Source: an optimization exercise on an open RTL-to-GDS flow (aim: small area, a short achievable clock period and few clock cycles). Production flows keep margins and buffers that such runs may drop. In this exercise RTL edits were held to simulation tests only and were not proved equivalent to the original. No activity file was given, so power comes from the tool's default toggle rates.

### design/flow/config.mk
export PLATFORM = sky130hd
export DESIGN_NAME = protobuf_read_reply_decoder_top
export DESIGN_NICKNAME = protobuf_read_reply_decoder_top
export VERILOG_FILES = /design/flow/design.v
export SDC_FILE = /design/flow/constraint.sdc
export NUM_CORES = 4
export LEC_CHECK = 0
export CAP_MARGIN = 20
export CORE_MARGIN = 2
export CORE_UTILIZATION = 40
export PLACE_DENSITY = 0.75
export SETUP_SLACK_MARGIN = 4.0
export SLEW_MARGIN = 20
### design/flow/constraint.sdc
create_clock -name core_clock -period 6.5 [get_ports {clk}]
set_input_delay 1.3000 -clock core_clock [delete_from_list [all_inputs] [get_ports {clk}]]
set_output_delay 1.3000 -clock core_clock [all_outputs]
set_load 0.01 [all_outputs]
### design/flow/design.v
`timescale 1ns / 1ps
`default_nettype none
package rrd_pkg;
	localparam int VALUE_MAX   = 32;
	localparam int MESSAGE_MAX = 4096;
	localparam int DATA_W      = 8;
	localparam int STATUS_W    = 2;
	localparam int WORD_W      = 32;
	localparam int LENGTH_W    = 6;
	localparam int INDEX_W     = 5;
	localparam int PTR_W       = 7;    
	localparam logic [1:0] FC_OTHER    = 2'd0;
	localparam logic [1:0] FC_ERROR    = 2'd1;
	localparam logic [1:0] FC_THROTTLE = 2'd2;
	localparam logic [1:0] FC_VALUE    = 2'd3;
endpackage
`default_nettype wire
`timescale 1ns / 1ps
`default_nettype none
module rrd_parser (
	input  wire logic        clk,
	input  wire logic        arst_n,
	input  wire logic        rx_valid,
	output logic             rx_ready,
	input  wire logic [7:0]  rx_data_byte,
	input  wire logic        rx_end_of_message,
	output logic             wr_en,
	output logic [5:0]       wr_addr,
	output logic [7:0]       wr_data,
	input  wire logic        p_busy,
	input  wire logic        p_thr_busy,
	input  wire logic        out_idle,
	output logic             thr_backup,
	output logic             p_load,
	output logic [1:0]       p_status,
	output logic             p_thr_seen,
	output logic             p_thr_kept,
	output logic             p_present,
	output logic [5:0]       p_len,
	output logic             p_long,
	output logic             p_stop,
	output logic [6:0]       p_base,
	output logic [31:0]      thr,
	input  wire logic        old_v,
	input  wire logic [6:0]  old_ptr
);
	logic       s0_v, s1_v;
	logic [7:0] s0_d, s1_d;
	logic       s0_e, s1_e;
	logic       s0_z, s1_z;      
	logic       take, proc, stall;
	assign rx_ready = !s1_v;
	assign take     = rx_valid && !s1_v;
	assign proc     = s0_v && !stall;
	always_ff @(posedge clk or negedge arst_n) begin
		if (!arst_n) begin
			s0_v <= 1'b0;
			s1_v <= 1'b0;
		end else begin
			if (proc) begin
				s0_v <= s1_v || take;
				s1_v <= 1'b0;
			end else if (!s0_v) begin
				s0_v <= take;
			end else if (take) begin
				s1_v <= 1'b1;
			end
		end
	end
	always_ff @(posedge clk) begin
		if (proc && s1_v) begin
			s0_d <= s1_d;
			s0_e <= s1_e;
			s0_z <= s1_z;
		end else if (take && (proc || !s0_v)) begin
			s0_d <= rx_data_byte;
			s0_e <= rx_end_of_message;
			s0_z <= (rx_data_byte[6:0] == 7'd0);
		end
		if (take && s0_v && !proc) begin
			s1_d <= rx_data_byte;
			s1_e <= rx_end_of_message;
			s1_z <= (rx_data_byte[6:0] == 7'd0);
		end
	end
	logic        ph_tag, ph_val, ph_len, ph_pay, ph_ign;
	logic [3:0]  cnt;
	logic [11:0] acc;
	logic        hz;
	logic        nz;      
	logic        pl;      
	logic [1:0]  cls;
	logic        fits;
	logic [5:0]  nlen;
	logic [6:0]  nbase;
	logic [6:0]  wptr;
	logic        room;
	logic [1:0]  st;
	logic        thr_seen;
	logic        thr_kept;    
	logic        present;
	logic [5:0]  clen;
	logic        long_q;
	logic        stop;
	logic [6:0]  m_old;
	wire [7:0] b   = s0_d;
	wire       eom = s0_e;
	wire       b7  = b[7];
	wire c0 = (cnt == 4'd0);
	wire c1 = (cnt == 4'd1);
	wire c2 = (cnt == 4'd2);
	wire c3 = (cnt == 4'd3);
	wire c4 = (cnt == 4'd4);
	wire c9 = (cnt == 4'd9);
	wire c123 = c1 || c2 || c3;
	wire c2to8 = !c0 && !c1 && !c9;
	wire ph_vint = ph_tag || ph_val || ph_len;
	wire cls_err = (cls == rrd_pkg::FC_ERROR);
	wire cls_thr = (cls == rrd_pkg::FC_THROTTLE);
	wire cls_val = (cls == rrd_pkg::FC_VALUE);
	logic [11:0] acc_v;
	always_comb begin
		acc_v = acc;
		if (c0) acc_v[6:0]   = acc[6:0]   | b[6:0];
		if (c1) acc_v[11:7]  = acc[11:7]  | b[4:0];
	end
	wire any7 = |b[6:0];
	wire hib_tag = (c0 && (b[5] || b[6])) || ((c123 || c4) && any7);
	wire hib_err = (c0 && (|b[6:2])) || (c123 && any7) || (c4 && (|b[3:0]));
	wire hib_len = (c1 && (b[5] || b[6])) || (c2to8 && any7) || (c9 && b[0]);
	wire hi_tag  = hz || hib_tag;
	wire hi_err  = hz || hib_err;
	wire hi_len  = hz || hib_len;
	wire hib     = ph_tag ? hib_tag : (ph_val ? hib_err : hib_len);
	wire done    = ph_vint && !b7;            
	wire ovf     = ph_vint && b7 && c9;       
	wire [2:0] wt = acc_v[2:0];
	wire [1:0] cls_new = hi_tag ? rrd_pkg::FC_OTHER : acc_v[4:3];
	wire len_zero = !nz && (c9 ? !b[0] : s0_z);
	wire len_fit  = !hi_len && (acc_v[11:5] == 7'd0 || acc_v[11:0] == 12'd32);
	wire wr_req   = ph_pay && fits;
	wire thr_start = ph_val && cls_thr && c0;
	assign stall = (p_busy && eom) || (thr_start && (p_thr_busy || (thr_seen && !out_idle)))
	            || (wr_req && !room);
	assign thr_backup = proc && thr_start && thr_seen;
	wire v_done  = ph_val && !b7;
	wire l_done  = ph_len && !b7;
	wire p_done  = ph_pay && pl;
	wire commit_full  = p_done && fits;
	wire commit_empty = l_done && len_zero && cls_val;
	wire drop         = p_done && !fits && cls_val;
	wire err_commit   = v_done && cls_err;
	wire thr_commit   = v_done && cls_thr;
	assign wr_en   = s0_v && wr_req && room;
	assign wr_addr = wptr[5:0];
	assign wr_data = b;
	wire [6:0] wptr_n = wptr + {6'd0, wr_req};
	logic [1:0] st_n;
	logic       thr_seen_n, thr_kept_n, present_n, long_n, stop_n;
	logic [5:0] clen_n;
	logic [6:0] m_old_n;
	always_comb begin
		st_n       = st;
		thr_seen_n = thr_seen || thr_commit;
		thr_kept_n = !thr_commit && (thr_kept || (thr_start && thr_seen));
		present_n  = present;
		clen_n     = clen;
		long_n     = long_q;
		stop_n     = stop || ovf || (ph_tag && !b7 && wt != 3'd0 && wt != 3'd2);
		m_old_n    = m_old;
		if (err_commit) st_n = hi_err ? 2'd3 : acc_v[1:0];
		if (commit_full) begin
			present_n = 1'b1;
			clen_n    = nlen;
			long_n    = 1'b0;
			m_old_n   = nbase;
		end else if (commit_empty) begin
			present_n = 1'b1;
			clen_n    = 6'd0;
			long_n    = 1'b0;
			m_old_n   = wptr;
		end else if (drop) begin
			present_n = 1'b0;
			clen_n    = 6'd0;
			long_n    = 1'b1;
			m_old_n   = wptr;
		end
	end
	assign p_load     = proc && eom;
	assign p_status   = st_n;
	assign p_thr_seen = thr_seen_n;
	assign p_thr_kept = thr_kept_n;
	assign p_present  = present_n;
	assign p_len      = clen_n;
	assign p_long     = long_n;
	assign p_stop     = stop_n;
	assign p_base     = m_old_n;
	wire [6:0] used = wptr - (old_v ? old_ptr : m_old);
	always_ff @(posedge clk) begin
		if (proc && ph_val && cls_thr) begin
			if (c0)       thr[6:0]   <= b[6:0];
			if (c0 || c1) thr[13:7]  <= {7{c1}} & b[6:0];
			if (c0 || c2) thr[20:14] <= {7{c2}} & b[6:0];
			if (c0 || c3) thr[27:21] <= {7{c3}} & b[6:0];
			if (c0 || c4) thr[31:28] <= {4{c4}} & b[3:0];
		end
		if (proc && l_done) begin
			nlen  <= acc_v[5:0];
			nbase <= wptr;
		end
	end
	always_ff @(posedge clk or negedge arst_n) begin
		if (!arst_n) begin
			ph_tag   <= 1'b1;
			ph_val   <= 1'b0;
			ph_len   <= 1'b0;
			ph_pay   <= 1'b0;
			ph_ign   <= 1'b0;
			cnt      <= 4'd0;
			acc      <= 12'd0;
			hz       <= 1'b0;
			nz       <= 1'b0;
			pl       <= 1'b0;
			cls      <= rrd_pkg::FC_OTHER;
			fits     <= 1'b0;
			wptr     <= 7'd0;
			room     <= 1'b1;
			st       <= 2'd0;
			thr_seen <= 1'b0;
			thr_kept <= 1'b0;
			present  <= 1'b0;
			clen     <= 6'd0;
			long_q   <= 1'b0;
			stop     <= 1'b0;
			m_old    <= 7'd0;
		end else begin
			if (proc && wr_req) wptr <= wptr + 7'd1;
			room <= !used[6] && !(s0_v && wr_req && room && used[5:0] == 6'd63);
			if (proc) begin
				if (eom) begin
					ph_tag   <= 1'b1;
					ph_val   <= 1'b0;
					ph_len   <= 1'b0;
					ph_pay   <= 1'b0;
					ph_ign   <= 1'b0;
					cnt      <= 4'd0;
					acc      <= 12'd0;
					hz       <= 1'b0;
					nz       <= 1'b0;
					cls      <= rrd_pkg::FC_OTHER;
					fits     <= 1'b0;
					st       <= 2'd0;
					thr_seen <= 1'b0;
					thr_kept <= 1'b0;
					present  <= 1'b0;
					clen     <= 6'd0;
					long_q   <= 1'b0;
					stop     <= 1'b0;
					m_old    <= wptr_n;
				end else begin
					st       <= st_n;
					thr_seen <= thr_seen_n;
					thr_kept <= thr_kept_n;
					present  <= present_n;
					clen     <= clen_n;
					long_q   <= long_n;
					stop     <= stop_n;
					m_old    <= m_old_n;
					if (ph_vint) begin
						if (!b7) begin
							cnt <= 4'd0;
							hz  <= 1'b0;
							nz  <= 1'b0;
						end else begin
							cnt <= c9 ? 4'd0 : cnt + 4'd1;
							hz  <= hz || hib;
							nz  <= nz || !s0_z;
						end
					end
					pl <= ph_pay ? (acc[11:0] == 12'd2) : (acc_v[11:0] == 12'd1);
					if (ph_pay) begin
						acc[11:0] <= acc[11:0] - 12'd1;
					end else if (ph_vint) begin
						if (b7 || ph_len) acc <= acc_v;
						else acc <= 12'd0;
					end
					if (ph_tag && !b7) begin
						cls <= cls_new;
						ph_tag <= 1'b0;
						if (wt == 3'd0) ph_val <= 1'b1;
						else if (wt == 3'd2) ph_len <= 1'b1;
						else ph_ign <= 1'b1;
					end
					if (ph_val && !b7) begin
						ph_val <= 1'b0;
						ph_tag <= 1'b1;
					end
					if (ph_len && !b7) begin
						ph_len <= 1'b0;
						fits   <= cls_val && len_fit;
						if (len_zero) begin
							ph_tag <= 1'b1;
						end else if (hi_len) begin
							ph_ign <= 1'b1;
						end else begin
							ph_pay <= 1'b1;
						end
					end
					if (ovf) begin
						ph_tag <= 1'b0;
						ph_val <= 1'b0;
						ph_len <= 1'b0;
						ph_ign <= 1'b1;
					end
					if (ph_pay && pl) begin
						ph_pay <= 1'b0;
						ph_tag <= 1'b1;
					end
				end
			end
		end
	end
endmodule
`default_nettype wire
`timescale 1ns / 1ps
`default_nettype none
module rrd_emit (
	input  wire logic        clk,
	input  wire logic        arst_n,
	input  wire logic        wr_en,
	input  wire logic [5:0]  wr_addr,
	input  wire logic [7:0]  wr_data,
	output logic             p_busy,
	output logic             p_thr_busy,
	output logic             out_idle,
	input  wire logic        thr_backup,
	input  wire logic        p_load,
	input  wire logic [1:0]  p_status,
	input  wire logic        p_thr_seen,
	input  wire logic        p_thr_kept,
	input  wire logic        p_present,
	input  wire logic [5:0]  p_len,
	input  wire logic        p_long,
	input  wire logic        p_stop,
	input  wire logic [6:0]  p_base,
	input  wire logic [31:0] thr,
	output logic             old_v,
	output logic [6:0]       old_ptr,
	output logic             tx_valid,
	input  wire logic        tx_ready,
	output logic [1:0]       tx_status_code,
	output logic [31:0]      tx_throttle_ms,
	output logic             tx_value_present,
	output logic [5:0]       tx_value_length,
	output logic [7:0]       tx_value_byte,
	output logic [4:0]       tx_byte_index,
	output logic             tx_value_too_long,
	output logic             tx_stopped_early,
	output logic             tx_last_result
);
	logic [7:0] mem [64];
	always_ff @(posedge clk) begin
		if (wr_en) mem[wr_addr] <= wr_data;
	end
	logic       q_v;
	logic [1:0] q_st;
	logic       q_ts, q_tk, q_pr, q_lg, q_sp;
	logic [5:0] q_len;
	logic [6:0] q_base;
	logic       cv, cnew, czero;
	logic [4:0] ck, cend;
	logic [6:0] rptr;
	logic       o_v, o_last, o_pr, o_lg, o_sp;
	logic [7:0] o_byte;
	logic [4:0] o_idx;
	logic [1:0] o_st;
	logic [31:0] o_thr;
	logic [5:0] o_len;
	wire adv   = cv && (!o_v || tx_ready);
	wire clast = (ck == cend);
	wire cload = q_v && !(cv && cnew) && (!cv || (adv && clast));
	assign p_busy  = q_v;
	assign p_thr_busy = q_v && q_ts && !q_tk;
	logic idle_q;
	assign out_idle   = idle_q;
	assign old_v   = cv || q_v;
	assign old_ptr = cv ? rptr : q_base;
	always_ff @(posedge clk or negedge arst_n) begin
		if (!arst_n) begin
			q_v <= 1'b0;
			idle_q <= 1'b1;
			rptr <= 7'd0;
			o_byte <= 8'd0;
			cv  <= 1'b0;
			o_v <= 1'b0;
		end else begin
			if (cload) rptr <= q_base;
			else if (adv) rptr <= rptr + 7'd1;
			if (adv) o_byte <= czero ? 8'd0 : mem[rptr[5:0]];
			idle_q <= !o_v && !cv && !q_v;
			if (p_load) q_v <= 1'b1;
			else if (adv && cnew) q_v <= 1'b0;
			if (cload) cv <= 1'b1;
			else if (adv && clast) cv <= 1'b0;
			if (adv) o_v <= 1'b1;
			else if (tx_ready) o_v <= 1'b0;
		end
	end
	always_ff @(posedge clk) begin
		if (p_load) begin
			q_st   <= p_status;
			q_ts   <= p_thr_seen;
			q_tk   <= p_thr_kept;
			q_pr   <= p_present;
			q_len  <= p_len;
			q_lg   <= p_long;
			q_sp   <= p_stop;
			q_base <= p_base;
		end
		if (cload) begin
			cnew  <= 1'b1;
			czero <= (q_len == 6'd0);
			ck    <= 5'd0;
			cend  <= (q_len == 6'd0) ? 5'd0 : 5'(q_len - 6'd1);
		end else if (adv) begin
			cnew <= 1'b0;
			ck   <= ck + 5'd1;
		end
		if ((adv && cnew && !q_tk) || thr_backup) begin
			o_thr <= thr & {32{q_ts || thr_backup}};
		end
		if (adv) begin
			o_idx  <= ck;
			o_last <= clast;
			if (cnew) begin
				o_st  <= q_st;
				o_pr  <= q_pr;
				o_len <= q_len;
				o_lg  <= q_lg;
				o_sp  <= q_sp;
			end
		end
	end
	assign tx_valid          = o_v;
	assign tx_status_code    = o_st;
	assign tx_throttle_ms    = o_thr;
	assign tx_value_present  = o_pr;
	assign tx_value_length   = o_len;
	assign tx_value_byte     = o_byte;
	assign tx_byte_index     = o_idx;
	assign tx_value_too_long = o_lg;
	assign tx_stopped_early  = o_sp;
	assign tx_last_result    = o_last;
endmodule
`default_nettype wire
`timescale 1ns / 1ps
`default_nettype none
module protobuf_read_reply_decoder_top (
	input  wire logic                   clk,
	input  wire logic                   arst_n,
	input  wire logic                   bytes_valid,
	output logic                        bytes_ready,
	input  wire logic [rrd_pkg::DATA_W-1:0]      bytes_data_byte,
	input  wire logic                   bytes_end_of_message,
	output logic                        results_valid,
	input  wire logic                   results_ready,
	output logic [rrd_pkg::STATUS_W-1:0]         results_status_code,
	output logic [rrd_pkg::WORD_W-1:0]           results_throttle_ms,
	output logic                        results_value_present,
	output logic [rrd_pkg::LENGTH_W-1:0]         results_value_length,
	output logic [rrd_pkg::DATA_W-1:0]           results_value_byte,
	output logic [rrd_pkg::INDEX_W-1:0]          results_byte_index,
	output logic                        results_value_too_long,
	output logic                        results_stopped_early,
	output logic                        results_last_result
);
	logic        wr_en;
	logic [5:0]  wr_addr;
	logic [7:0]  wr_data;
	logic        p_busy, p_thr_busy, out_idle, thr_backup, p_load, p_thr_seen, p_thr_kept, p_present, p_long, p_stop;
	logic [1:0]  p_status;
	logic [5:0]  p_len;
	logic [6:0]  p_base;
	logic [31:0] thr;
	logic        old_v;
	logic [6:0]  old_ptr;
	rrd_parser u_parser (
		.clk               (clk),
		.arst_n            (arst_n),
		.rx_valid          (bytes_valid),
		.rx_ready          (bytes_ready),
		.rx_data_byte      (bytes_data_byte),
		.rx_end_of_message (bytes_end_of_message),
		.wr_en             (wr_en),
		.wr_addr           (wr_addr),
		.wr_data           (wr_data),
		.p_busy            (p_busy),
		.p_thr_busy        (p_thr_busy),
		.out_idle          (out_idle),
		.thr_backup        (thr_backup),
		.p_load            (p_load),
		.p_status          (p_status),
		.p_thr_seen        (p_thr_seen),
		.p_thr_kept        (p_thr_kept),
		.p_present         (p_present),
		.p_len             (p_len),
		.p_long            (p_long),
		.p_stop            (p_stop),
		.p_base            (p_base),
		.thr               (thr),
		.old_v             (old_v),
		.old_ptr           (old_ptr)
	);
	rrd_emit u_emit (
		.clk               (clk),
		.arst_n            (arst_n),
		.wr_en             (wr_en),
		.wr_addr           (wr_addr),
		.wr_data           (wr_data),
		.p_busy            (p_busy),
		.p_thr_busy        (p_thr_busy),
		.out_idle          (out_idle),
		.thr_backup        (thr_backup),
		.p_load            (p_load),
		.p_status          (p_status),
		.p_thr_seen        (p_thr_seen),
		.p_thr_kept        (p_thr_kept),
		.p_present         (p_present),
		.p_len             (p_len),
		.p_long            (p_long),
		.p_stop            (p_stop),
		.p_base            (p_base),
		.thr               (thr),
		.old_v             (old_v),
		.old_ptr           (old_ptr),
		.tx_valid          (results_valid),
		.tx_ready          (results_ready),
		.tx_status_code    (results_status_code),
		.tx_throttle_ms    (results_throttle_ms),
		.tx_value_present  (results_value_present),
		.tx_value_length   (results_value_length),
		.tx_value_byte     (results_value_byte),
		.tx_byte_index     (results_byte_index),
		.tx_value_too_long (results_value_too_long),
		.tx_stopped_early  (results_stopped_early),
		.tx_last_result    (results_last_result)
	);
endmodule
`default_nettype wire
### design/flow/flow/run.sh
#!/bin/bash
set -euo pipefail
export CTS_ARGS="-sink_clustering_enable -repair_clock_nets -dont_use_dummy_load -sink_clustering_size 20 -sink_clustering_max_diameter 200"
bash standard.sh > standard_flow.log 2>&1
### design/flow/standard.sh
#!/bin/bash
# synth_recipe.tcl (not shown) runs the flow's synth.tcl, then flattens the netlist and writes it again
# the make line also repeats each setting of config.mk as NAME=value (left out here)
make -C /OpenROAD-flow-scripts/flow DESIGN_CONFIG=/design/flow/config.mk WORK_HOME=/design/flow/orfs CLKGATE_MAP_FILE= SYNTH_SCRIPT=/design/flow/synth_recipe.tcl "${@:-finish}"
==> key figures, run 1 <==
Status
  – Status: complete, no violations

Floorplanning
  – Core ar.: 74300 µm²
  – Chip Width: 278 µm
  – Initial core utilization: 40.4%
  – I/O Pins: 72
  – Core Rows: 100
  – Chip height: 278 µm
  – Die area: 77200 µm²

Worst setup path
  – Crit path from: u_emit.o_byte[6]
  – Crit Reg-Reg Endpoint: u_emit.o_byte[7]
  – Delay-heaviest family, CP: flip-flops
  – CP cell instances: buf_2
  – R2r worst-path depth: 7
  – Worst path slowest cell: dfrtp_1
  – WP buf/inv: 1
  – Critical path destination: results_value_byte[6]
  – Critical Path AT: 1.24 ns
  – Worst r2r src: u_emit.rptr[2]
  – Flop-to-flop setup slack: 3.99 ns
  – Crit start category: flop
  – CP max stage delay: 0.45 ns
  – Crit path depth: 1
  – Crit. End Element: primary output
  – Setup CP Type: flop to primary output
  – Max FO, Critical Path: 2
  – Critical Path RT: 5.20 ns

Timing
  – Worst setup margin: 3.96 ns
  – Fin. Hold Viols: 0
  – Hold Worst Slack: 0.439 ns
  – Least-Margin Pin Slew: 0.948 ns
  – Final Max Slew Viols: 0
  – Clock skew: 0.0738 ns
  – Relative slew slack: 35.9%
  – RSZ-0062 raised after global routing: yes
  – Crit share post-route: 39.1%
  – Setup violations, final: 0
  – Max Fclk: 0.393 GHz
  – Setup tns final: 0 ns
  – Post-route minimum period: 2.54 ns

Placement
  – Port buffer count: 71
  – Post-place setup slack: 2.66 ns
  – Hpwl dp: 41600 µm
  – RePlAce Congestion: 0.904

Synthesis
  – Number of warnings issued by yosys: 2
  – Area of the mapped netlist: 30000 µm²
  – Post-synthesis sequential area ratio: 71.9%
  – Dominant cells by area after synthesis: edfxtp_1 (65%), mux4_2 (9.3%), dfrtp_1 (6.0%), nor2_1 (1.6%), mux2i_1 (1.6%)
  – Async set-reset flop share out of synthesis: 10.2%
  – Cell count after synthesis: 1792
  – Count leader, synth: edfxtp_1
  – Avg Inst Size Synth: 16.7 µm²
  – EDFF count, synth: 652
  – Post-synth top area share: 65.2%
  – Synth cell types: 76
  – FF+latch count, synth: 733
  – Syn Nets: 1820
  – Post-synth top area cell: edfxtp_1
  – Primary FF master, synth: edfxtp_1
  – Commonest cells post-synth: edfxtp_1 (652), nor2_1 (127), mux4_2 (124)

GRT
  – Pin count of the biggest net entering global routing: 76
  – GRT Util Overall: 17.9%
  – Vias in the first global route: 16574
  – First-pass GRT wire length: 105000 µm
  – Top Usage Layer GRT: met2
  – GRT met1 Usage: 24.7%
  – Initial antenna violation count: 1
  – Total gr overflow: 0
  – GR Util met2: 29.5%
  – Met3 usage in global routing: 2.91%

Clock network
  – Clk root buf: clkbuf_16
  – Num CTS Buffers: 42
  – Post-CTS Hold Buffers: 0
  – Clk sinks: 733
  – CTS clock-pin slew for the worst setup and hold paths: 0.09 ns
  – H-Tree Depth: 2
  – TritonCTS clock tree: yes
  – Clk Latency, worst-skew pair: 0.63 ns
  – Clock buffer depth: 3

Routing
  – Pre-Repair DR Iteration Count: 6
  – Via-to-Cell Ratio: 5.91
  – Via count: 17020
  – WL/cell: 24.6 µm
  – Number of DRC markers in iteration 0: 1917
  – DRC viols: 0
  – Post-route ant nets: 0
  – Drt total wl: 70800 µm

Finish
  – Layout Nets: 1939
  – Layout cell share with drive strength beyond 1: 27.0%
  – Antenna diode count: 0
  – Final core utilization: 46.2%
  – Area Overhead vs Synth: 14.5%
  – Number of fill cells in the layout: 6095

Worst hold path
  – HP Class: flop to flop

Power
  – Leakage power: 0.0112 µW
  – Power per cell area: 385 nW/µm²
  – Maximum VDD drop: 231 µV

Flow run
  – Max-cap viol count: 0
## flip-flops by register name, indices dropped and copies added, names as in the netlist, 7 cells and up
register / flops
u_emit.mem: 512
u_emit.o_thr: 32
u_parser.thr: 32
u_parser.acc: 12
u_emit.o_byte: 8
u_parser.s0_d: 8
u_parser.s1_d: 8
u_emit.q_base: 7
u_emit.rptr: 7
u_parser.m_old: 7
u_parser.nbase: 7
u_parser.wptr: 7
## power by group
part	switching, µW	total, µW	leakage (µW)	internal, µW
clock	1390	2540	0.000518	1150
sequential	320	6140	0.00686	5820
combinational	2710	4550	0.00385	1840
total	4420	13200	0.0112	8810
## worst min-delay path by stage
stage | from | cells after the start | end
floorplan | u_emit.q_lg | 0 | u_emit.o_lg
global placement | u_emit.q_sp | 0 | u_emit.o_sp
detailed placement | u_emit.q_lg | 0 | u_emit.o_lg
CTS | u_emit.q_st[0] | 0 | u_emit.o_st[0]
global route | u_emit.q_lg | 0 | u_emit.o_lg
finish | u_emit.q_st[0] | 0 | u_emit.o_st[0]
## repair_timing
action | in CTS | in global routing
resized for setup | 401 | 69
setup endpoints to repair | 812 | 617
pin swaps | 7 | 18
cloned | 4 | 3
buffers inserted | 33 | 36
hold endpoints to repair | 0 | 0
## cell families (layout without fill, tap and decap cells)
family,after synthesis,in the layout,synth area share [%]
compound gates,253,257,5.73
xor+xnor,32,32,0.934
fa+ha+maj,15,15,0.650
buf+inv,125,238,1.79
flops,733,733,71.9
mux,189,189,11.5
simple gates,445,445,7.44
## cell type report
class	instances	area, µm²	area share, %
Clock buffer	42	1050	3.06
Timing Repair Buffer	166	1590	4.62
Inverter	30	125	0.364
Tap cell	969	1210	3.53
Multi-Input combinational cell	938	8760	25.5
Sequential cell	733	21600	62.9
## metrics by stage
stage | total power (µW) | cell area [µm²] | instances
after floorplan | 8920 | 30200 | 1792
after global placement | 10100 | 31700 | 2759
after detailed placement | 10200 | 31800 | 2759
after CTS | 13000 | 33700 | 2838
after global routing | 13700 | 34400 | 2878
final | 13200 | 34400 | 2878
## placed cells by master (no fill, tap or decap), drive strengths merged, types with 10 or more instances in the layout
master and count:
mux4 124, mux2 18, dfrtp 72, xor2 15, and2 27, nor2 127, nor4 12, edfxtp 652
a22o 20, nand3 45, mux2i 47, ha 14, a31oi 11, nand2b 14, nand2 88, buf 142
or2 12, clkdlybuf4s50 11, nor2b 47, clkbuf 52, nor3 29, o22ai 10, a221oi 10, a21oi 48
o21ai 74, inv 28, xnor2 17
## metal layers
| metal | routed length (µm) | share of wire [%] |
|---|---|---|
| met1 | 27900 | 39 |
| met2 | 34700 | 49 |
| met3 | 5950 | 8.4 |
| met4 | 2200 | 3.1 |
| met5 | 12 | 0.017 |
Testbench counts, summed over its fixed seeds: cycles 51,353.
==> run 2: changes to the inputs <==
--- a/design/flow/config.mk
+++ b/design/flow/config.mk
@@ -10,3 +10,2 @@
 export CORE_UTILIZATION = 40
-export PLACE_DENSITY = 0.75
 export SETUP_SLACK_MARGIN = 4.0
==> run 2 against run 1 <==
Cell area grew 0.25%. Hold slack got worse by 0.012 ns. Critical endpoint is now results_value_byte[4]. Count of clock-buffer cells in the layout stayed put. Sequential power is essentially flat. Highest routed layer is now met4. Synthesized cell count unchanged. Fmax grew 0.18%. Critical path type unchanged. Via count decreased by 1.5%.
==> key figures, run 2 <==
Status
  – Status: complete, no violations (unchanged)

Timing
  – Hold Worst Slack: 0.427 ns (was 0.439 ns)
  – Fin. Hold Viols: 0 (unchanged)
  – Worst setup margin: 3.96 ns (about the same)
  – RSZ-0062 raised after global routing: yes (unchanged)
  – Setup tns final: 0 ns (unchanged)
  – Crit share post-route: 39.0% (was 39.1%)
  – Max Fclk: 0.394 GHz (was 0.393 GHz)
  – Setup violations, final: 0 (unchanged)
  – Relative slew slack: 32.1% (was 35.9%)
  – Least-Margin Pin Slew: 1.02 ns (was 0.948 ns)
  – Post-route minimum period: 2.54 ns (about the same)
  – Final Max Slew Viols: 0 (unchanged)
  – Clock skew: 0.0449 ns (was 0.0738 ns)

Synthesis
  – Syn Nets: 1820 (unchanged)
  – Dominant cells by area after synthesis: edfxtp_1 (65%), mux4_2 (9.3%), dfrtp_1 (6.0%), nor2_1 (1.6%), mux2i_1 (1.6%) (unchanged)
  – Largest family of logic cells by synthesized area: multiplexers (unchanged)
  – Cell count after synthesis: 1792 (unchanged)
  – Synth cell types: 76 (unchanged)
  – Avg Inst Size Synth: 16.7 µm² (unchanged)
  – Area of the mapped netlist: 30000 µm² (unchanged)
  – Async set-reset flop share out of synthesis: 10.2% (unchanged)
  – Primary FF master, synth: edfxtp_1 (unchanged)
  – Post-synth top area cell: edfxtp_1 (unchanged)
  – Commonest cells post-synth: edfxtp_1 (652), nor2_1 (127), mux4_2 (124) (unchanged)
  – Synth Area in XOR/XNOR: 0.934% (unchanged)
  – Count leader, synth: edfxtp_1 (unchanged)
  – Post-synthesis sequential area ratio: 71.9% (unchanged)
  – Mux cell area share after synthesis: 11.5% (unchanged)
  – FF+latch count, synth: 733 (unchanged)
  – Adder-Cell Fraction of Synth Area: 0.650% (unchanged)
  – Number of warnings issued by yosys: 2 (unchanged)
  – Simple-gate share of the synthesized area: 7.44% (unchanged)
  – Post-synth top area share: 65.2% (unchanged)
  – EDFF count, synth: 652 (unchanged)
  – Synth Area in Compound Gates: 5.73% (unchanged)

Routing
  – DRC viols: 0 (unchanged)
  – Post-route ant nets: 0 (unchanged)
  – WL met1: 31500 µm (was 27900 µm)
  – Metal2 WL: 35300 µm (was 34700 µm)
  – Met3 Wirelength: 4240 µm (was 5950 µm)
  – WL/cell: 25.2 µm (was 24.6 µm)
  – Highest Signal Layer: met4 (was met5)
  – Via-to-Cell Ratio: 5.79 (was 5.91)
  – Pre-Repair DR Iteration Count: 6 (unchanged)
  – Via count: 16762 (was 17020)
  – Number of DRC markers in iteration 0: 1868 (was 1917)
  – Drt total wl: 72900 µm (was 70800 µm)

Power
  – Power per cell area: 389 nW/µm² (was 385 nW/µm²)
  – Leakage power: 0.0113 µW (was 0.0112 µW)
  – Maximum VDD drop: 248 µV (was 231 µV)
  – Overall power: 13400 µW (was 13200 µW)

Worst setup path
  – Setup CP Type: flop to primary output (unchanged)
  – Crit. End Element: primary output (unchanged)
  – Delay-heaviest family, CP: flip-flops (unchanged)
  – R2r worst-path depth: 8 (was 7)
  – Worst path slowest cell: dfrtp_1 (unchanged)
  – Critical Path AT: 1.24 ns (about the same)
  – CP cell instances: buf_2 (unchanged)
  – Crit Reg-Reg Endpoint: u_parser.thr[26] (was u_emit.o_byte[7])
  – Worst r2r src: u_emit.q_v (was u_emit.rptr[2])
  – WP buf/inv: 1 (unchanged)
  – Max FO, Critical Path: 2 (unchanged)
  – Crit start category: flop (unchanged)
  – Critical Path RT: 5.20 ns (about the same)
  – Flop-to-flop setup slack: 4.04 ns (was 3.99 ns)
  – Crit path from: u_emit.o_byte[4] (was u_emit.o_byte[6])
  – CP max stage delay: 0.46 ns (was 0.45 ns)

Floorplanning
  – Chip Width: 278 µm (unchanged)
  – Core Rows: 100 (unchanged)
  – Core ar.: 74300 µm² (unchanged)
  – Initial core utilization: 40.4% (unchanged)
  – I/O Pins: 72 (unchanged)
  – Chip height: 278 µm (unchanged)
  – Die area: 77200 µm² (unchanged)

Placement
  – Post-place setup slack: 2.61 ns (was 2.66 ns)
  – Hpwl dp: 42900 µm (was 41600 µm)
  – RePlAce Congestion: 0.832 (was 0.904)
  – Port buffer count: 71 (unchanged)

Finish
  – Layout Nets: 1957 (was 1939)
  – Largest register FFs: 512 (unchanged)
  – Commonest non-fill, non-tap cell in the layout: edfxtp_1 (unchanged)
  – Number of fill cells in the layout: 6335 (was 6095)
  – Commonest cells after routing, fill and taps aside: edfxtp_1 (652), mux4_2 (124), buf_4 (83), nand2_1 (78), o21ai_0 (67) (was edfxtp_1 (652), mux4_2 (124), nand2_1 (80), o21ai_0 (67), nor2_4 (61))
  – Area Overhead vs Synth: 14.8% (was 14.5%)
  – Biggest register: u_emit.mem (unchanged)
  – Antenna diode count: 0 (unchanged)
  – Layout cell share with drive strength beyond 1: 28.0% (was 27.0%)
  – Final core utilization: 46.3% (was 46.2%)
  – Biggest registers after layout: u_emit.mem: 512 flops, u_emit.o_thr: 32 flops, u_parser.thr: 32 flops (unchanged)

Clock network
  – TritonCTS clock tree: yes (unchanged)
  – Clk root buf: clkbuf_16 (unchanged)
  – H-Tree Depth: 2 (unchanged)
  – CTS clock-pin slew for the worst setup and hold paths: 0.08 ns (was 0.09 ns)
  – Clk Latency, worst-skew pair: 0.61 ns (was 0.63 ns)
  – Post-CTS Hold Buffers: 0 (unchanged)
  – Num CTS Buffers: 42 (unchanged)
  – Clk sinks: 733 (unchanged)
  – Clock buffer depth: 3 (unchanged)

Worst hold path
  – Hold Path Origin: u_emit.q_lg (was u_emit.q_st[0])
  – Hold Path End: u_emit.o_lg (was u_emit.o_st[0])
  – HP Class: flop to flop (unchanged)
  – Hold path cells: 0 (unchanged)

GRT
  – GRT Util Overall: 18.7% (was 17.9%)
  – Total gr overflow: 0 (unchanged)
  – Pin count of the biggest net entering global routing: 74 (was 76)
  – Initial antenna violation count: 0 (was 1)
  – First-pass GRT wire length: 109000 µm (was 105000 µm)
  – Vias in the first global route: 16799 (was 16574)

Flow run
  – Max-cap viol count: 0 (unchanged)
run 2: cell counts after synthesis:
No cell type changed its count.
run 2: per-layer routing:
layer	GRT usage [%]	vias up
met3	2.60	103
met5	0	-
met2	30.8	590
met4	4.81	0
li1	-	7311
met1	26.4	8758
run 2: cells by family (layout without fill, tap and decap cells):
kind of cell,count (synthesis),after routing
flip-flops,733,733
AND/OR/NAND/NOR,445,445
AO/OA/AOI/OAI,253,255
multiplexers,189,189
buffers and inverters,125,258
XOR/XNOR,32,32
adder cells (fa/ha/maj),15,15
run 2: final cells by class:
| class | instances | area [µm²] | share of cell area, % |
|---|---|---|---|
| clock buffer | 42 | 1050 | 3.05 |
| inverter | 30 | 126 | 0.367 |
| multi-input combinational | 936 | 8740 | 25.4 |
| sequential | 733 | 21600 | 62.8 |
| tap | 969 | 1210 | 3.52 |
| timing repair buffer | 186 | 1700 | 4.92 |
run 2: worst max-delay path by stage:
stage,end,slack [ns],cells after the start
6_report,results_value_byte[4],3.96,1
5_1_grt,results_value_byte[4],3.94,1
3_5_place_dp,u_emit.o_thr[11],2.61,6
2_1_floorplan,u_emit.o_thr[0],3.75,6
4_1_cts,u_emit.mem[43][6],3.81,4
3_3_place_gp,u_emit.o_thr[11],2.68,6
run 2: power breakdown:
part,internal (µW),leakage (µW),switching (µW)
clock network,1150,0.000518,1430
registers,5820,0.00686,293
logic,1950,0.00394,2750
total,8920,0.0113,4480
run 2: repair_timing:
item,CTS,global route
endpoints found under the setup margin,811,395
setup buffers,46,42
resized for setup,422,59
pin swaps,11,13
gates cloned,4,2
run 2: through the flow:
step | area, µm² | cells
floorplan | 30200 | 1792
CTS | 33800 | 2852
finish | 34400 | 2896
detailed placement | 31800 | 2760
global route | 34400 | 2896
global placement | 31800 | 2759
==> run 3: changes to the inputs <==
--- a/design/flow/config.mk
+++ b/design/flow/config.mk
@@ -10,3 +10,3 @@
 export CORE_UTILIZATION = 40
-export SETUP_SLACK_MARGIN = 4.0
+export SETUP_SLACK_MARGIN = 3.95
 export SLEW_MARGIN = 20
==> run 3 against run 2 <==
Fmax is 0.52% lower. Routed wire length is 0.65% lower. Sequential power is 1% higher. Cell count is 1.1% lower. Still clean. Largest cell class unchanged. Die area stayed put. Clock skew is 0.023 ns higher. Global-route usage is 0.092 points lower. Cell area is 1.1% lower. Core utilization is 0.51 points lower. Clock power hardly changed.
==> key figures, run 3 <==
Worst setup path
  – Critical Path RT: 6.99 ns (was 5.20 ns)
  – Setup CP Type: flop to flop (was flop to primary output)
  – Critical Path AT: 3.04 ns (was 1.24 ns)
  – Crit start category: flop (unchanged)
  – Crit. End Element: flop (was primary output)
  – Max FO, Critical Path: 22 (was 2)

Timing
  – Worst setup margin: 3.95 ns (was 3.96 ns)
  – Relative slew slack: 34.3% (was 32.1%)
  – Setup tns final: 0 ns (unchanged)
  – Crit share post-route: 39.3% (was 39.0%)
  – Clock skew: 0.0681 ns (was 0.0449 ns)
  – Final Max Slew Viols: 0 (unchanged)
  – Fin. Hold Viols: 0 (unchanged)
  – Max Fclk: 0.392 GHz (was 0.394 GHz)
  – Setup violations, final: 0 (unchanged)
  – Post-route minimum period: 2.55 ns (was 2.54 ns)
  – Hold Worst Slack: 0.426 ns (was 0.427 ns)
  – Least-Margin Pin Slew: 0.985 ns (was 1.02 ns)
  – RSZ-0062 raised after global routing: yes (unchanged)

Synthesis
  – Syn Nets: 1820 (unchanged)
  – Dominant cells by area after synthesis: edfxtp_1 (65%), mux4_2 (9.3%), dfrtp_1 (6.0%), nor2_1 (1.6%), mux2i_1 (1.6%) (unchanged)
  – Commonest cells post-synth: edfxtp_1 (652), nor2_1 (127), mux4_2 (124) (unchanged)
  – FF+latch count, synth: 733 (unchanged)
  – Synth cell types: 76 (unchanged)
  – Avg Inst Size Synth: 16.7 µm² (unchanged)
  – Async set-reset flop share out of synthesis: 10.2% (unchanged)
  – Post-synth top area cell: edfxtp_1 (unchanged)
  – Post-synthesis sequential area ratio: 71.9% (unchanged)
  – Number of warnings issued by yosys: 2 (unchanged)
  – Post-synth top area share: 65.2% (unchanged)
  – EDFF count, synth: 652 (unchanged)
  – Area of the mapped netlist: 30000 µm² (unchanged)
  – Primary FF master, synth: edfxtp_1 (unchanged)
  – Cell count after synthesis: 1792 (unchanged)
  – Count leader, synth: edfxtp_1 (unchanged)

Placement
  – Post-place setup slack: 2.65 ns (was 2.61 ns)
  – Hpwl dp: 43300 µm (was 42900 µm)
  – Port buffer count: 71 (unchanged)
  – RePlAce Congestion: 0.879 (was 0.832)

Routing
  – DRC viols: 0 (unchanged)
  – Highest Signal Layer: met4 (unchanged)
  – Via-to-Cell Ratio: 5.73 (was 5.79)
  – Post-route ant nets: 0 (unchanged)
  – Pre-Repair DR Iteration Count: 6 (unchanged)
  – Via count: 16405 (was 16762)
  – Met3 Wirelength: 4240 µm (about the same)
  – WL/cell: 25.3 µm (was 25.2 µm)
  – Drt total wl: 72400 µm (was 72900 µm)
  – Metal2 WL: 35500 µm (was 35300 µm)
  – Number of DRC markers in iteration 0: 1906 (was 1868)
  – WL met1: 31500 µm (about the same)

GRT
  – GRT Util Overall: 18.7% (about the same)
  – Total gr overflow: 0 (unchanged)
  – First-pass GRT wire length: 108000 µm (was 109000 µm)
  – Vias in the first global route: 16584 (was 16799)
  – Pin count of the biggest net entering global routing: 74 (unchanged)
  – Initial antenna violation count: 0 (unchanged)

Finish
  – Layout Nets: 1924 (was 1957)
  – Commonest cells after routing, fill and taps aside: edfxtp_1 (652), mux4_2 (124), nand2_1 (80), o21ai_0 (67), nor2_1 (61) (was edfxtp_1 (652), mux4_2 (124), buf_4 (83), nand2_1 (78), o21ai_0 (67))
  – Biggest registers after layout: u_emit.mem: 512 flops, u_emit.o_thr: 32 flops, u_parser.thr: 32 flops (unchanged)
  – Layout cell share with drive strength beyond 1: 24.4% (was 28.0%)
  – Final core utilization: 45.8% (was 46.3%)
  – Area Overhead vs Synth: 13.5% (was 14.8%)
  – Antenna diode count: 0 (unchanged)
  – Largest register FFs: 512 (unchanged)
  – Commonest non-fill, non-tap cell in the layout: edfxtp_1 (unchanged)
  – Biggest register: u_emit.mem (unchanged)

Floorplanning
  – Die area: 77200 µm² (unchanged)
  – Chip height: 278 µm (unchanged)
  – Chip Width: 278 µm (unchanged)
  – Initial core utilization: 40.4% (unchanged)
  – I/O Pins: 72 (unchanged)
  – Core Rows: 100 (unchanged)
  – Core ar.: 74300 µm² (unchanged)

Status
  – Status: complete, no violations (unchanged)

Clock network
  – Clk Latency, worst-skew pair: 0.61 ns (about the same)
  – CTS clock-pin slew for the worst setup and hold paths: 0.09 ns (was 0.08 ns)
  – Num CTS Buffers: 42 (unchanged)
  – Clk sinks: 733 (unchanged)
  – Clk root buf: clkbuf_16 (unchanged)
  – TritonCTS clock tree: yes (unchanged)
  – Clock buffer depth: 3 (unchanged)
  – H-Tree Depth: 2 (unchanged)

Worst hold path
  – HP Class: flop to flop (unchanged)

Power
  – Leakage power: 0.0111 µW (was 0.0113 µW)
  – Maximum VDD drop: 223 µV (was 248 µV)
  – Overall power: 13200 µW (was 13400 µW)
  – Power per cell area: 387 nW/µm² (was 389 nW/µm²)

Flow run
  – Max-cap viol count: 0 (unchanged)
[run 3: worst max-delay path: stages, from the launching register on]
cell and delay, ns:
dfrtp_4 0.59, buf_12 0.26, mux4_2 0.55, nor2b_1 0.17, a211oi_1 0.36, o21ai_0 0.27
o311ai_0 0.19, nand2_1 0.09
[run 3: kinds of logic (layout without fill, tap and decap cells)]
kind of cell / after synthesis / after routing / synth area share, %
simple gates: 445 / 445 / 7.44
buf+inv: 125 / 224 / 1.79
compound gates: 253 / 256 / 5.73
mux: 189 / 189 / 11.5
flops: 733 / 733 / 71.9
fa+ha+maj: 15 / 15 / 0.650
xor+xnor: 32 / 32 / 0.934
[run 3: metrics by stage]
| stage | cells | instance area [µm²] |
|---|---|---|
| after global routing | 2863 | 34100 |
| after global placement | 2762 | 31800 |
| after floorplan | 1792 | 30200 |
| after CTS | 2845 | 33800 |
| final | 2863 | 34100 |
| after detailed placement | 2762 | 31800 |
[run 3: metal layers]
layer  vias up  global-route usage, %
li1       7231                      -
met1      8579                   26.3
met2       523                   30.9
met3        72                   2.86
met4         0                   3.66
met5         -                      0
[run 3: layout make-up]
type                       instances  area (µm²)
multi-input combinational        937        8600
timing repair buffer             152        1450
sequential                       733       21600
fill                            6318       40300
inverter                          30         121
clock buffer                      42        1050
tap                              969        1210
[run 3: what timing repair did]
item | 4_1_cts | 5_1_grt
hold buffers | 0 | 0
cloned | 4 | 3
endpoints found under the setup margin | 802 | 503
pin swaps | 5 | 2
buffers inserted | 37 | 15
gates resized for setup | 331 | 49
[run 3: worst paths after layout]
check / startpoint / to / slack [ns] / depth (start not counted)
max: u_emit.rptr[0] / u_emit.o_byte[5] / 3.95 / 7
min: u_emit.q_lg / u_emit.o_lg / 0.43 / 0
max reg2reg: u_emit.rptr[0] / u_emit.o_byte[5] / 3.95 / 7
min reg2reg: u_emit.q_lg / u_emit.o_lg / 0.43 / 0
max in group asynchronous: arst_n / u_emit.rptr[0] / 4.69 / 2
min in group asynchronous: arst_n / u_parser.acc[9] / 0.58 / 1
[run 3: power breakdown]
group	internal [µW]	leakage [µW]	switching [µW]	total, µW
registers	5830	0.00686	349	6170
clock network	1150	0.000518	1420	2570
logic	1760	0.00374	2670	4430
==> run 4: changes to the inputs <==
--- a/design/flow/config.mk
+++ b/design/flow/config.mk
@@ -10,3 +10,3 @@
 export CORE_UTILIZATION = 40
-export SETUP_SLACK_MARGIN = 3.95
+export SETUP_SLACK_MARGIN = 4.1
 export SLEW_MARGIN = 20
==> run 4 against run 3 <==
Hold slack gained 0.0056 ns. Highest routed layer unchanged. Routed wire length is 2.0% higher. Largest cell class unchanged. Sequential power is 0.6% lower. Non-clock buffer count increased by 41.
==> key figures, run 4 <==
GRT
  – Pin count of the biggest net entering global routing: 74 (unchanged)
  – Total gr overflow: 0 (unchanged)
  – Vias in the first global route: 16750 (was 16584)
  – Initial antenna violation count: 1 (was 0)
  – First-pass GRT wire length: 110000 µm (was 108000 µm)
  – GRT Util Overall: 18.9% (was 18.7%)

Floorplanning
  – Initial core utilization: 40.4% (unchanged)
  – Core ar.: 74300 µm² (unchanged)
  – Die area: 77200 µm² (unchanged)
  – Chip Width: 278 µm (unchanged)
  – I/O Pins: 72 (unchanged)
  – Chip height: 278 µm (unchanged)
  – Core Rows: 100 (unchanged)

Synthesis
  – Dominant cells by area after synthesis: edfxtp_1 (65%), mux4_2 (9.3%), dfrtp_1 (6.0%), nor2_1 (1.6%), mux2i_1 (1.6%) (unchanged)
  – EDFF count, synth: 652 (unchanged)
  – Syn Nets: 1820 (unchanged)
  – Avg Inst Size Synth: 16.7 µm² (unchanged)
  – Post-synth top area cell: edfxtp_1 (unchanged)
  – Count leader, synth: edfxtp_1 (unchanged)
  – FF+latch count, synth: 733 (unchanged)
  – Post-synth top area share: 65.2% (unchanged)
  – Post-synthesis sequential area ratio: 71.9% (unchanged)
  – Commonest cells post-synth: edfxtp_1 (652), nor2_1 (127), mux4_2 (124) (unchanged)
  – Area of the mapped netlist: 30000 µm² (unchanged)
  – Synth cell types: 76 (unchanged)
  – Number of warnings issued by yosys: 2 (unchanged)
  – Primary FF master, synth: edfxtp_1 (unchanged)
  – Cell count after synthesis: 1792 (unchanged)
  – Async set-reset flop share out of synthesis: 10.2% (unchanged)

Finish
  – Commonest cells after routing, fill and taps aside: edfxtp_1 (652), mux4_2 (124), nand2_1 (78), buf_4 (75), nor2_4 (64) (was edfxtp_1 (652), mux4_2 (124), nand2_1 (80), o21ai_0 (67), nor2_1 (61))
  – Area Overhead vs Synth: 16.0% (was 13.5%)
  – Final Non-Filler Cells: 2904 (was 2863)
  – Largest register FFs: 512 (unchanged)
  – Biggest registers after layout: u_emit.mem: 512 flops, u_emit.o_thr: 32 flops, u_parser.thr: 32 flops (unchanged)
  – Biggest register: u_emit.mem (unchanged)
  – Antenna diode count: 0 (unchanged)
  – Layout cell share with drive strength beyond 1: 29.0% (was 24.4%)
  – Commonest non-fill, non-tap cell in the layout: edfxtp_1 (unchanged)
  – Final core utilization: 46.9% (was 45.8%)
  – Layout Nets: 1965 (was 1924)

Power
  – Sw Ratio: 33.8% (was 33.7%)
  – Int Power: 8930 µW (was 8730 µW)
  – Overall power: 13500 µW (was 13200 µW)
  – Maximum VDD drop: 353 µV (was 223 µV)
  – Clock network power share: 19.1% (was 19.5%)
  – Leakage power: 0.0114 µW (was 0.0111 µW)
  – Reg power frac: 45.4% (was 46.9%)
  – Net Switching: 4560 µW (was 4440 µW)
  – Power per cell area: 388 nW/µm² (was 387 nW/µm²)
  – Combinational Power Share: 35.5% (was 33.6%)

Routing
  – Post-route ant nets: 0 (unchanged)
  – WL/cell: 25.4 µm (was 25.3 µm)
  – Pre-Repair DR Iteration Count: 5 (was 6)
  – Drt total wl: 73900 µm (was 72400 µm)
  – Via count: 16790 (was 16405)
  – Number of DRC markers in iteration 0: 1692 (was 1906)
  – DRC viols: 0 (unchanged)
  – Via-to-Cell Ratio: 5.78 (was 5.73)

Status
  – Status: complete, no violations (unchanged)

Clock network
  – CTS clock-pin slew for the worst setup and hold paths: 0.09 ns (about the same)
  – Clk sinks: 733 (unchanged)
  – Clk root buf: clkbuf_16 (unchanged)
  – Clock buffer depth: 3 (unchanged)
  – TritonCTS clock tree: yes (unchanged)
  – Clk Latency, worst-skew pair: 0.61 ns (about the same)
  – Num CTS Buffers: 42 (unchanged)
  – H-Tree Depth: 2 (unchanged)

Timing
  – Final Max Slew Viols: 0 (unchanged)
  – Hold Worst Slack: 0.432 ns (was 0.426 ns)
  – Least-Margin Pin Slew: 0.928 ns (was 0.985 ns)
  – RSZ-0062 raised after global routing: yes (unchanged)
  – Clock skew: 0.0727 ns (was 0.0681 ns)
  – Relative slew slack: 38.0% (was 34.3%)
  – Setup tns final: 0 ns (unchanged)
  – Fin. Hold Viols: 0 (unchanged)
  – Crit share post-route: 38.9% (was 39.3%)
  – Max Fclk: 0.395 GHz (was 0.392 GHz)
  – Post-route minimum period: 2.53 ns (was 2.55 ns)
  – Setup violations, final: 0 (unchanged)

Worst hold path
  – HP Class: flop to flop (unchanged)

Placement
  – Hpwl dp: 43600 µm (was 43300 µm)
  – Port buffer count: 71 (unchanged)
  – RePlAce Congestion: 0.869 (was 0.879)
  – Placed Instances: 2760 (was 2762)

Worst setup path
  – Worst path slowest cell: dfrtp_1 (was dfrtp_4)
  – Delay-heaviest family, CP: flip-flops (was compound AO/OA/AOI/OAI gates)
  – Setup CP Type: flop to primary output (was flop to flop)
  – CP cell instances: buf_2 (was buf_12, mux4_2, nor2b_1, a211oi_1, o21ai_0, o311ai_0, nand2_1)
  – Critical Path AT: 1.23 ns (was 3.04 ns)
  – Crit start category: flop (unchanged)
  – CP max stage delay: 0.45 ns (was 0.59 ns)
  – Critical Path RT: 5.20 ns (was 6.99 ns)
  – WP buf/inv: 1 (unchanged)
  – Max FO, Critical Path: 2 (was 22)
  – Crit. End Element: primary output (was flop)

Flow run
  – Max-cap viol count: 0 (unchanged)
[run 4: cell counts after synthesis]
No cell type changed its count.
[run 4: layout make-up]
type                    instances  area [µm²]
fillers                      6359       39500
flip-flops and latches        733       21600
multi-input cells             937        8940
repair buffers                193        1870
well taps                     969        1210
clock buffers                  42        1050
inverters                      30         125
[run 4: cells by family after synthesis]
group | synth area share, %
flip-flops | 71.9
AND/OR/NAND/NOR | 7.44
AO/OA/AOI/OAI | 5.73
multiplexers | 11.5
buffers and inverters | 1.79
XOR/XNOR | 0.934
adder cells (fa/ha/maj) | 0.650
[run 4: repair_timing]
item / CTS / global route
endpoints found under the setup margin: 825 / 549
pin swaps: 17 / 20
hold buffers: 0 / 0
gates cloned: 5 / 3
gates resized for setup: 470 / 53
buffers inserted: 61 / 33
[run 4: metrics by stage]
| stage | worst slack (ns) | area (µm²) |
|---|---|---|
| 6_report | 3.97 | 34800 |
| 5_1_grt | 3.94 | 34800 |
| 4_1_cts | 3.93 | 34200 |
| 3_5_place_dp | 2.62 | 31800 |
| 3_3_place_gp | 2.71 | 31800 |
| 2_1_floorplan | 3.75 | 30200 |
[run 4: layer usage]
layer	part of all wire, %	up-vias	wire [µm]	GRT usage (%)
li1	-	7332	-	-
met1	43	8803	32000	26.6
met2	49	574	36300	31.7
met3	5.6	81	4150	2.33
met4	2.0	0	1450	4.24
met5	0	-	0	0
[run 4: path summary, 6_finish.rpt]
| kind | start | to | slack (ns) | cells after the start |
|---|---|---|---|---|
| setup / recovery | u_emit.o_byte[7] | results_value_byte[7] | 3.97 | 1 |
| hold / removal | u_emit.q_st[1] | u_emit.o_st[1] | 0.43 | 0 |
| setup reg to reg | u_emit.rptr[0] | u_emit.o_byte[1] | 4.04 | 8 |
| hold reg to reg | u_emit.q_st[1] | u_emit.o_st[1] | 0.43 | 0 |
| max in group asynchronous | arst_n | u_emit.q_v | 4.64 | 2 |
| min in group asynchronous | arst_n | u_emit.o_byte[7] | 0.69 | 1 |
[run 4: power groups by stage]
stage	sequential, µW	clock (µW)	combinational (µW)
floorplan	6280	0	2650
global placement	6370	0	3830
detailed placement	6390	0	3890
CTS	6110	2630	4550
global route	6150	2790	5100
finish	6130	2580	4790
==> run 5: changes to the inputs <==
--- a/design/flow/config.mk
+++ b/design/flow/config.mk
@@ -7,6 +7,6 @@
 export LEC_CHECK = 0
-export CAP_MARGIN = 20
+export CAP_MARGIN = 5
 export CORE_MARGIN = 2
 export CORE_UTILIZATION = 40
-export SETUP_SLACK_MARGIN = 4.1
-export SLEW_MARGIN = 20
+export SETUP_SLACK_MARGIN = 4.0
+export SLEW_MARGIN = 5
==> run 5 against run 4 <==
Total power shrank 1.3%. Core utilization fell by 0.72 points. Synthesized cell count unchanged. Largest cell class unchanged.
==> key figures, run 5 <==
GRT
  – GRT Util Overall: 18.7% (was 18.9%)
  – Pin count of the biggest net entering global routing: 74 (unchanged)
  – GRT met1 Usage: 25.9% (was 26.6%)
  – GR Util met2: 31.3% (was 31.7%)
  – Total gr overflow: 0 (unchanged)
  – Top Usage Layer GRT: met2 (unchanged)
  – Met3 usage in global routing: 2.52% (was 2.33%)
  – Vias in the first global route: 16742 (was 16750)
  – Initial antenna violation count: 0 (was 1)
  – First-pass GRT wire length: 108000 µm (was 110000 µm)

Worst setup path
  – Crit path depth: 1 (unchanged)
  – Delay-heaviest family, CP: flip-flops (unchanged)
  – Crit start category: flop (unchanged)
  – CP max stage delay: 0.45 ns (about the same)
  – Worst path slowest cell: dfrtp_1 (unchanged)
  – Setup CP Type: flop to primary output (unchanged)
  – Critical Path AT: 1.22 ns (was 1.23 ns)
  – CP cell instances: buf_2 (unchanged)
  – WP buf/inv: 1 (unchanged)
  – Crit. End Element: primary output (unchanged)
  – R2r worst-path depth: 8 (unchanged)
  – Max FO, Critical Path: 2 (unchanged)
  – Critical Path RT: 5.20 ns (about the same)

Floorplanning
  – Chip Width: 278 µm (unchanged)
  – Core ar.: 74300 µm² (unchanged)
  – Core Rows: 100 (unchanged)
  – Initial core utilization: 40.4% (unchanged)
  – Chip height: 278 µm (unchanged)
  – I/O Pins: 72 (unchanged)
  – Die area: 77200 µm² (unchanged)

Finish
  – Commonest non-fill, non-tap cell in the layout: edfxtp_1 (unchanged)
  – Footprint of the multi-input gates: 8730 µm² (was 8940 µm²)
  – Biggest register: u_emit.mem (unchanged)
  – Largest register FFs: 512 (unchanged)
  – Area Overhead vs Synth: 14.3% (was 16.0%)
  – Layout cell share with drive strength beyond 1: 27.3% (was 29.0%)
  – Sequential Area: 21600 µm² (about the same)
  – Commonest cells after routing, fill and taps aside: edfxtp_1 (652), mux4_2 (124), nand2_1 (78), buf_4 (68), o21ai_0 (67) (was edfxtp_1 (652), mux4_2 (124), nand2_1 (78), buf_4 (75), nor2_4 (64))
  – Final Non-Filler Cells: 2881 (was 2904)
  – Number of fill cells in the layout: 6347 (was 6359)
  – Antenna diode count: 0 (unchanged)
  – Layout Nets: 1942 (was 1965)
  – Biggest registers after layout: u_emit.mem: 512 flops, u_emit.o_thr: 32 flops, u_parser.thr: 32 flops (unchanged)

Routing
  – Drt total wl: 73000 µm (was 73900 µm)
  – Via count: 16587 (was 16790)
  – WL/cell: 25.3 µm (was 25.4 µm)
  – DRC viols: 0 (unchanged)
  – Number of DRC markers in iteration 0: 1830 (was 1692)
  – Post-route ant nets: 0 (unchanged)
  – Pre-Repair DR Iteration Count: 5 (unchanged)
  – Via-to-Cell Ratio: 5.76 (was 5.78)

Synthesis
  – Dominant cells by area after synthesis: edfxtp_1 (65%), mux4_2 (9.3%), dfrtp_1 (6.0%), nor2_1 (1.6%), mux2i_1 (1.6%) (unchanged)
  – Synth cell types: 76 (unchanged)
  – Post-synthesis sequential area ratio: 71.9% (unchanged)
  – Avg Inst Size Synth: 16.7 µm² (unchanged)
  – Number of warnings issued by yosys: 2 (unchanged)
  – Count leader, synth: edfxtp_1 (unchanged)
  – EDFF count, synth: 652 (unchanged)
  – Primary FF master, synth: edfxtp_1 (unchanged)
  – Cell count after synthesis: 1792 (unchanged)
  – Post-synth top area cell: edfxtp_1 (unchanged)
  – Commonest cells post-synth: edfxtp_1 (652), nor2_1 (127), mux4_2 (124) (unchanged)
  – Post-synth top area share: 65.2% (unchanged)
  – FF+latch count, synth: 733 (unchanged)
  – Syn Nets: 1820 (unchanged)
  – Area of the mapped netlist: 30000 µm² (unchanged)
  – Async set-reset flop share out of synthesis: 10.2% (unchanged)

Timing
  – Least-Margin Pin Slew: 0.946 ns (was 0.928 ns)
  – Fin. Hold Viols: 0 (unchanged)
  – Setup violations, final: 0 (unchanged)
  – RSZ-0062 raised after global routing: yes (unchanged)
  – Clock skew: 0.0469 ns (was 0.0727 ns)
  – Setup tns final: 0 ns (unchanged)
  – Crit share post-route: 38.8% (was 38.9%)
  – Relative slew slack: 36.9% (was 38.0%)
  – Final Max Slew Viols: 0 (unchanged)
  – Max Fclk: 0.397 GHz (was 0.395 GHz)
  – Post-route minimum period: 2.52 ns (was 2.53 ns)

Worst hold path
  – Hold path cells: 0 (unchanged)
  – HP Class: flop to flop (unchanged)

Placement
  – Port buffer count: 71 (unchanged)
  – Hpwl dp: 42900 µm (was 43600 µm)
  – Placed Instances: 2759 (was 2760)
  – RePlAce Congestion: 0.832 (was 0.869)

Clock network
  – Num CTS Buffers: 42 (unchanged)
  – CTS clock-pin slew for the worst setup and hold paths: 0.08 ns (was 0.09 ns)
  – Clk sinks: 733 (unchanged)
  – Clk Latency, worst-skew pair: 0.60 ns (was 0.61 ns)
  – TritonCTS clock tree: yes (unchanged)
  – Post-CTS Hold Buffers: 0 (unchanged)
  – Clock buffer depth: 3 (unchanged)
  – H-Tree Depth: 2 (unchanged)
  – Clk root buf: clkbuf_16 (unchanged)

Power
  – Leakage power: 0.0112 µW (was 0.0114 µW)
  – Power per cell area: 388 nW/µm² (about the same)
  – Maximum VDD drop: 218 µV (was 353 µV)

Flow run
  – Max-cap viol count: 0 (unchanged)

Status
  – Status: complete, no violations (unchanged)
-- run 5: cell types whose count changed in the layout (fill, tap and decap cells not counted), moves of 3 or more --
cell,delta
nor2_2,+10
buf_12,-9
nor2_4,-9
buf_4,-7
o21ai_0,+6
o21ai_1,-6
o221a_2,+4
o221a_4,-4
a31oi_1,+3
a31oi_2,-3
buf_8,-3
-- run 5: kinds of logic after synthesis --
logic type / after synthesis / synth area share, %
compound gates: 253 / 5.73
xor+xnor: 32 / 0.934
fa+ha+maj: 15 / 0.650
buf+inv: 125 / 1.79
flops: 733 / 71.9
mux: 189 / 11.5
simple gates: 445 / 7.44
-- run 5: layer usage --
metal  vias up  part of all wire, %
met4         0                  2.3
met2       503                   49
met1      8722                   43
met3        90                  5.1
li1       7272                    -
met5         -                    0
-- run 5: layout make-up --
type | count | share of cell area, %
multi-input combinational | 936 | 25.5
tap | 969 | 3.54
sequential | 733 | 63.1
inverter | 30 | 0.354
timing repair buffer | 171 | 4.52
clock buffer | 42 | 3.07
-- run 5: per-stage QoR --
stage	hold WS [ns]	utilization [%]	instance area, µm²	setup WS, ns	power, µW
finish	0.425	46.1	34300	3.98	13300
floorplan	0.400	-	30200	3.75	8920
global placement	0.412	42.7	31800	2.68	10200
global route	0.432	46.1	34300	3.94	13900
detailed placement	0.405	42.7	31800	2.62	10200
CTS	0.424	45.5	33800	3.95	13100
-- run 5: what timing repair did --
item,CTS,global route
gates resized for setup,436,48
endpoints found under the setup margin,812,353
setup buffers,47,27
pin swaps,9,3
gates cloned,3,3
-- run 5: power by group --
part	leakage (µW)	internal (µW)	switching (µW)
Combinational	0.00385	1870	2730
Clock	0.000518	1150	1430
Sequential	0.00686	5820	305
Total	0.0112	8850	4460
-- run 5: path summary, 6_finish.rpt --
| kind | startpoint | end | slack [ns] |
|---|---|---|---|
| max | u_emit.o_byte[0] | results_value_byte[0] | 3.98 |
| max reg2reg | u_emit.q_v | u_parser.thr[26] | 4.03 |
| min reg2reg | u_emit.q_lg | u_emit.o_lg | 0.42 |
| min | u_emit.q_lg | u_emit.o_lg | 0.42 |
| min in group asynchronous | arst_n | u_parser.acc[9] | 0.64 |
| max in group asynchronous | arst_n | u_emit.rptr[0] | 4.71 |
==> run 6: changes to the inputs <==
==> design/flow/flow/run.sh (replaced) <==
#!/bin/bash
set -euo pipefail
export CTS_ARGS="-sink_clustering_enable -repair_clock_nets -dont_use_dummy_load -sink_clustering_size 24 -sink_clustering_max_diameter 200"
bash standard.sh > standard_flow.log 2>&1
--- a/design/flow/config.mk
+++ b/design/flow/config.mk
@@ -7,3 +7,3 @@
 export LEC_CHECK = 0
-export CAP_MARGIN = 5
+export CAP_MARGIN = 20
 export CORE_MARGIN = 2
@@ -11,2 +11,2 @@
 export SETUP_SLACK_MARGIN = 4.0
-export SLEW_MARGIN = 5
+export SLEW_MARGIN = 20
==> run 6 against run 5 <==
Cell area increased by 0.12%. Area after synthesis unchanged. Synthesized cell count unchanged. Cell count increased by 0.21%. Non-clock buffer count increased by 12. Via count decreased by 0.22%. Largest cell class unchanged. Sequential cell count unchanged.
==> key figures, run 6 <==
GRT
  – Vias in the first global route: 16689 (was 16742)
  – GRT Util Overall: 18.7% (about the same)
  – First-pass GRT wire length: 109000 µm (was 108000 µm)
  – Initial antenna violation count: 0 (unchanged)

Flow run
  – Max-cap viol count: 0 (unchanged)

Worst setup path
  – Worst path slowest cell: dfrtp_1 (unchanged)
  – Delay-heaviest family, CP: flip-flops (unchanged)
  – Max FO, Critical Path: 2 (unchanged)
  – Flop-to-flop setup slack: 4.03 ns (about the same)
  – Worst r2r src: u_emit.rptr[0] (was u_emit.q_v)

Floorplanning
  – I/O Pins: 72 (unchanged)
  – Core Rows: 100 (unchanged)
  – Die area: 77200 µm² (unchanged)

Clock network
  – H-Tree Depth: 2 (unchanged)
  – Clk Latency, worst-skew pair: 0.59 ns (was 0.60 ns)
  – Clk sinks: 733 (unchanged)
  – Post-CTS Hold Buffers: 0 (unchanged)
  – Clock buffer depth: 3 (unchanged)
  – Clk root buf: clkbuf_16 (unchanged)
  – CTS clock-pin slew for the worst setup and hold paths: 0.10 ns (was 0.08 ns)

Routing
  – Pre-Repair DR Iteration Count: 5 (unchanged)
  – WL/cell: 25.1 µm (was 25.3 µm)
  – Via-to-Cell Ratio: 5.73 (was 5.76)
  – Drt total wl: 72600 µm (was 73000 µm)
  – Post-route ant nets: 0 (unchanged)

Status
  – Status: complete, no violations (unchanged)

Synthesis
  – Number of warnings issued by yosys: 2 (unchanged)
  – Dominant cells by area after synthesis: edfxtp_1 (65%), mux4_2 (9.3%), dfrtp_1 (6.0%), nor2_1 (1.6%), mux2i_1 (1.6%) (unchanged)
  – Cell count after synthesis: 1792 (unchanged)
  – Syn Nets: 1820 (unchanged)
  – Avg Inst Size Synth: 16.7 µm² (unchanged)
  – Post-synthesis sequential area ratio: 71.9% (unchanged)
  – Area of the mapped netlist: 30000 µm² (unchanged)

Power
  – Combinational Power Share: 35.6% (was 34.6%)
  – Int Power: 8790 µW (was 8850 µW)
  – Sw Ratio: 33.5% (about the same)
  – Leakage power: 0.0112 µW (about the same)

Finish
  – Largest register FFs: 512 (unchanged)
  – Commonest cells after routing, fill and taps aside: edfxtp_1 (652), mux4_2 (124), nand2_1 (79), buf_4 (78), o21ai_0 (67) (was edfxtp_1 (652), mux4_2 (124), nand2_1 (78), buf_4 (68), o21ai_0 (67))
  – Sequential Area: 21600 µm² (about the same)
  – Antenna diode count: 0 (unchanged)

Placement
  – Hpwl dp: 42900 µm (about the same)

Timing
  – Final Max Slew Viols: 0 (unchanged)
  – RSZ-0062 raised after global routing: yes (unchanged)
  – Least-Margin Pin Slew: 0.952 ns (was 0.946 ns)
  – Fin. Hold Viols: 0 (unchanged)
  – Post-route minimum period: 2.52 ns (about the same)

Worst hold path
  – Hold Path End: u_emit.o_lg (unchanged)
  – Hold Path Origin: u_emit.q_lg (unchanged)
[run 6: cell counts after synthesis]
Identical to the previous run, type by type.
[run 6: metal layers]
metal	vias to the layer above	global-route usage [%]	part of all wire (%)
met2	535	30.8	49
met1	8621	26.1	43
met5	-	0	0
met4	0	4.82	2.5
met3	107	2.80	5.6
li1	7288	-	-
[run 6: power by group through the flow]
stage          sequential [µW]  clock (µW)  combinational (µW)
3_5_place_dp              6420           0                3810
5_1_grt                   6160        2580                5040
6_report                  6120        2370                4710
4_1_cts                   6150        2440                4390
3_3_place_gp              6400           0                3760
2_1_floorplan             6280           0                2640
[run 6: kinds of logic (layout without fill, tap and decap cells)]
group                    Yosys count  count (layout)  share of synthesized area, %
buffers and inverters            125             249                          1.79
adder cells (fa/ha/maj)           15              15                         0.650
flip-flops                       733             733                          71.9
AO/OA/AOI/OAI                    253             255                          5.73
XOR/XNOR                          32              32                         0.934
multiplexers                     189             189                          11.5
AND/OR/NAND/NOR                  445             445                          7.44
[run 6: area by class of cell]
type	instances	share of cell area (%)
timing repair buffer	183	5.03
multi-input combinational	936	25.5
clock buffer	36	2.62
tap	969	3.53
inverter	30	0.364
sequential	733	63.0
[run 6: how the worst max path moves through the flow]
stage	from	endpoint	slack, ns	cells after the start
floorplan	results_ready	u_emit.o_thr[0]	3.75	6
global placement	results_ready	u_emit.o_thr[11]	2.68	6
detailed placement	results_ready	u_emit.o_thr[11]	2.61	6
CTS	u_parser.s0_v	u_emit.mem[11][6]	3.82	4
global route	u_parser.s0_v	u_emit.mem[29][7]	3.91	4
finish	u_emit.o_byte[4]	results_value_byte[4]	3.98	1
[run 6: stage by stage]
step	setup slack [ns]	hold WS [ns]	power, µW	instances	utilization, %
finish	3.98	0.429	13200	2887	46.2
global route	3.91	0.437	13800	2887	46.2
CTS	3.82	0.429	13000	2847	45.3
detailed placement	2.61	0.407	10200	2760	42.7
global placement	2.68	0.412	10200	2759	42.7
floorplan	3.75	0.400	8920	1792	-
[run 6: repair_timing]
item | in CTS | in global routing
endpoints found under the setup margin | 812 | 379
resized for setup | 422 | 61
gates cloned | 5 | 2
buffers inserted | 46 | 38
pin swaps | 11 | 6

## separate check: timing with driven ports
Ports are ideal in the flow. The routed layouts listed here were re-timed in OpenROAD. Step 1: set_driving_cell puts a clkbuf_16 on clk and a buf_2 on each other input, an assumption about the parent block. Step 2, shift: input delay + t, output delay - t, t = (earliest + latest rising clock arrival at the registers) / 2. This alone moves slack from input paths to output paths. a / b / c = ideal / step 1 / step 2; a / b = the first two.
run	t, ns	setup slack, ns
run 1	0.647	3.957 / 3.899 / 3.328
run 2	0.645	3.962 / 3.902 / 3.436
run 3	0.630	3.949 / 3.915 / 3.409
run 4	0.624	3.970 / 3.915 / 3.623
run 5	0.638	3.978 / 3.920 / 3.429
run 6	0.633	3.977 / 3.915 / 3.488
After both steps every run listed still meets setup and hold.
